Background: an optimization exercise with open tools, aiming at small area. Do not read the settings as production practice.
The RTL was checked by simulation tests, not by an equivalence proof against the original design.
Power and IR drop assume default switching activity.

## pa_rf_scoreboard
module pa_rf_scoreboard #(
    parameter int DATA_W = 32,
    parameter int ADDR_W = 5,
    parameter int NREGS  = 32
) (
    input  logic              clk,
    input  logic              rst_n,
    input  logic              issue_valid,
    output logic              issue_ready,
    input  logic [ADDR_W-1:0] issue_rs,
    input  logic [ADDR_W-1:0] issue_rt,
    input  logic [ADDR_W-1:0] issue_rd,
    input  logic              issue_wen,
    output logic              op_valid,
    output logic [DATA_W-1:0] rs_data,
    output logic [DATA_W-1:0] rt_data,
    output logic [ADDR_W-1:0] op_rd,
    input  logic              wb_valid,
    input  logic [ADDR_W-1:0] wb_rd,
    input  logic [DATA_W-1:0] wb_data,
    output logic [ADDR_W:0]   pending_cnt,
    output logic              wb_err
);
Settings: LEC_CHECK=0, CAP_MARGIN=20, CORE_MARGIN=2, CORE_UTILIZATION=50, CTS_BUF_LIST=sky130_fd_sc_hd__clkbuf_16, CTS_CLUSTER_DIAMETER=80, CTS_CLUSTER_SIZE=30, SLEW_MARGIN=20, SYNTH_HIERARCHICAL=1, SYNTH_MINIMUM_KEEP_SIZE=0; clock period 6.0 ns.
standard.sh (not shown) runs the stock make flow with config.mk's settings and CLKGATE_MAP_FILE= SYNTH_SCRIPT=/design/flow/synth_recipe.tcl, a recipe that flattens the netlist after the stock synthesis.
==> flow/flow/run.sh <==
#!/bin/bash
# Layout flow: the standard ORFS flow (standard.sh, synthesis unchanged)
# with two settings passed to ORFS through its environment:
#  - port buffers use buf_2 instead of the default delay buffer;
#  - CTS without dummy loads, clkbuf_16 clusters of up to 30 sinks.
# ORFS's output goes to standard.log in this folder.
set -euo pipefail
export BUFFER_PORTS_ARGS="-buffer_cell sky130_fd_sc_hd__buf_2"
export CTS_ARGS="-sink_clustering_enable -repair_clock_nets -buf_list sky130_fd_sc_hd__clkbuf_16 -sink_clustering_size 30 -sink_clustering_max_diameter 80 -dont_use_dummy_load"
bash standard.sh > standard.log 2>&1
Next try:
==> flow/flow/run.sh (replaced) <==
#!/bin/bash
# Layout flow: the standard ORFS flow (standard.sh, synthesis unchanged)
# with two settings passed to ORFS through its environment:
#  - port buffers use buf_1 instead of the default delay buffer;
#  - CTS without dummy loads, clkbuf_16 clusters of up to 30 sinks.
# ORFS's output goes to standard.log in this folder.
set -euo pipefail
export BUFFER_PORTS_ARGS="-buffer_cell sky130_fd_sc_hd__buf_1"
export CTS_ARGS="-sink_clustering_enable -repair_clock_nets -buf_list sky130_fd_sc_hd__clkbuf_16 -sink_clustering_size 30 -sink_clustering_max_diameter 80 -dont_use_dummy_load"
bash standard.sh > standard.log 2>&1
Settings changed: CAP_MARGIN 20 to 10, CORE_UTILIZATION 50 to 58, SLEW_MARGIN 20 to 10.
Result: The new run went through all stages and came out clean; setup slack degrades by 0.047 ns; routed wire length drops by 3.7%; total power decreases by 1.2%; sequential share of layout area came out higher by 0.55 points; die area came out lower by 14%; sequential power is about the same.
Next try:
Settings changed: CORE_UTILIZATION 58 to 55.
What happened: Flip-flop and latch count is unchanged. Final cell count grows slightly. Worst setup slack gets better by 0.041 ns. Wire length grows slightly. Clock-buffer cell count does not change. Utilization shrinks by 3.3 points. Die area grows by a few percent. Register-to-register slack gets better by 0.02 ns. Total power barely changes.
Next try:
==> flow/run.sh (new file) <==
#!/bin/bash
# synth_recipe.tcl (not shown) runs the flow's synth.tcl, then flattens the netlist and writes it again
# the make line also repeats each setting of config.mk as NAME=value (left out here)
make -C /OpenROAD-flow-scripts/flow DESIGN_CONFIG=/design/flow/config.mk WORK_HOME=/design/flow/orfs CLKGATE_MAP_FILE= SYNTH_SCRIPT=/design/flow/synth_recipe.tcl finish
Settings changed: CAP_MARGIN 10 to 20, SLEW_MARGIN 10 to 20.
removed: flow/flow/run.sh
removed: flow/standard.sh
The changed run ran to the end with no violations.
Area after synthesis is unchanged.
Power grows by a few percent.
Cell count rises by a few percent.

Setup of v6:
pa_rf_scoreboard, a different RTL version from the one above (not shown whole).
For scale: roughly 2800 cells after synthesis, roughly 140 I/O pins, about 46000 sq um of cells after synthesis.
Settings: LEC_CHECK=0, CAP_MARGIN=20, CORE_MARGIN=2, CORE_UTILIZATION=60, CTS_BUF_LIST=sky130_fd_sc_hd__clkbuf_16, CTS_CLUSTER_DIAMETER=80, CTS_CLUSTER_SIZE=30, SLEW_MARGIN=20, SYNTH_HIERARCHICAL=1, SYNTH_MINIMUM_KEEP_SIZE=0; clock period 6.0 ns.
run.sh (not shown) runs the stock make flow with config.mk's settings and CLKGATE_MAP_FILE= SYNTH_SCRIPT=/design/flow/synth_recipe.tcl, a recipe that flattens the netlist after the stock synthesis.
Stock flow here: none of the scripts above is used.
For v7, these inputs were changed with respect to v6:
# v6
export LEC_CHECK = 0
export CAP_MARGIN = 20
export CORE_MARGIN = 2
export CORE_UTILIZATION = 60
export CTS_BUF_LIST = sky130_fd_sc_hd__clkbuf_16
export CTS_CLUSTER_DIAMETER = 80
export CTS_CLUSTER_SIZE = 30
export SLEW_MARGIN = 20
export SYNTH_HIERARCHICAL = 1
export SYNTH_MINIMUM_KEEP_SIZE = 0
create_clock -name core_clock -period 6.0 [get_ports {clk}]
# v7
export LEC_CHECK = 0
export CAP_MARGIN = 20
export CORE_MARGIN = 2
export CORE_UTILIZATION = 65
export CTS_BUF_LIST = sky130_fd_sc_hd__clkbuf_16
export CTS_CLUSTER_DIAMETER = 80
export CTS_CLUSTER_SIZE = 30
export GPL_TIMING_DRIVEN = 0
export SLEW_MARGIN = 20
export SYNTH_HIERARCHICAL = 1
export SYNTH_MINIMUM_KEEP_SIZE = 0
create_clock -name core_clock -period 6.0 [get_ports {clk}]
==> flow/flow/run.sh (new file) <==
#!/bin/bash
# Layout flow: the standard ORFS flow (standard.sh, synthesis unchanged)
# with two settings passed to ORFS through its environment:
#  - port buffers use buf_2 instead of the default delay buffer;
#  - CTS without dummy loads, clkbuf_16 clusters of up to 30 sinks.
# ORFS's output goes to standard.log in this folder.
set -euo pipefail
export BUFFER_PORTS_ARGS="-buffer_cell sky130_fd_sc_hd__buf_2"
export CTS_ARGS="-sink_clustering_enable -repair_clock_nets -buf_list sky130_fd_sc_hd__clkbuf_16 -sink_clustering_size 30 -sink_clustering_max_diameter 80 -dont_use_dummy_load"
bash standard.sh > standard.log 2>&1
==> flow/standard.sh (new file) <==
#!/bin/bash
# synth_recipe.tcl (not shown) runs the flow's synth.tcl, then flattens the netlist and writes it again
# the make line also repeats each setting of config.mk as NAME=value (left out here)
make -C /OpenROAD-flow-scripts/flow DESIGN_CONFIG=/design/flow/config.mk WORK_HOME=/design/flow/orfs CLKGATE_MAP_FILE= SYNTH_SCRIPT=/design/flow/synth_recipe.tcl "${@:-finish}"
removed: flow/run.sh
Notes after the runs:
- Relative to v6, peak ir drop on the vdd network decreased by 19% in v7.
- Longest individual stage delay on the worst path was lower in v6 than in v7.
- There was hardly any difference in leakage dissipation between v7 and v6.
- Total wire length after detailed routing sits lower in v7 than in v6.
- Taking v6 as the reference point, the synthesis-to-layout area growth of v7 rises by 0.17 points.
- Fraction of power consumed by the clock network in v7 is 1.0 points lower than in v6
- The worst setup slack number comes out higher for v6 vs v7.
- The maximum clock frequency of v7 is lower than that of v6.
- NOTE largest net degree at the start of global routing v6->v7 decreased by more than 10%

==> static timing again, ports no longer ideal <==
The results above use ideal ports. As a check the final layouts listed here were re-extracted and re-timed, cells and wires unchanged.
Step 1 sets driving cells, clkbuf_16 on the clock port and buf_2 on the other inputs (assumed; they add their load-dependent delay and slew).
Step 2 moves the port delays by t, midway between the first and last clock arrival at a register: inputs arrive t later, outputs are due t later. That takes back most of the time a late clock gives input paths.
a / b / c = ideal ports / drivers / drivers and shift; a / b = the first two.
run | shift t [ns] | setup slack, ns | hold WS [ns] | latest minus earliest clock arrival (ns) | worst register clock-pin slew, ns
the first run of note 1 | 0.718 | 0.760 / 0.729 / 0.696 | 0.476 / 0.463 / 0.476 | 0.085 / 0.085 | 0.12 / 0.12
the second run of note 1 | 0.692 | 0.712 / 0.687 / 0.474 | 0.483 / 0.483 / 0.483 | 0.119 / 0.119 | 0.12 / 0.12
the third run of note 1 | 0.692 | 0.754 / 0.731 / 0.634 | 0.485 / 0.485 / 0.485 | 0.095 / 0.095 | 0.12 / 0.12
the fourth run of note 1 | 0.715 | 0.429 / 0.393 / 0.233 | 0.448 / 0.418 / 0.483 | 0.061 / 0.062 | 0.12 / 0.12
v6 | 0.730 | 0.296 / 0.271 / 0.167 | 0.496 / 0.496 / 0.496 | 0.041 / 0.041 | 0.12 / 0.12
v7 | 0.703 | 0.206 / 0.171 / 0.084 | 0.479 / 0.479 / 0.479 | 0.052 / 0.052 | 0.11 / 0.11
After both steps setup and hold are still met in every run listed. The setup slack of the second run of note 1, which loses most, moves by -0.025 ns with the drivers and by -0.238 ns with both steps.
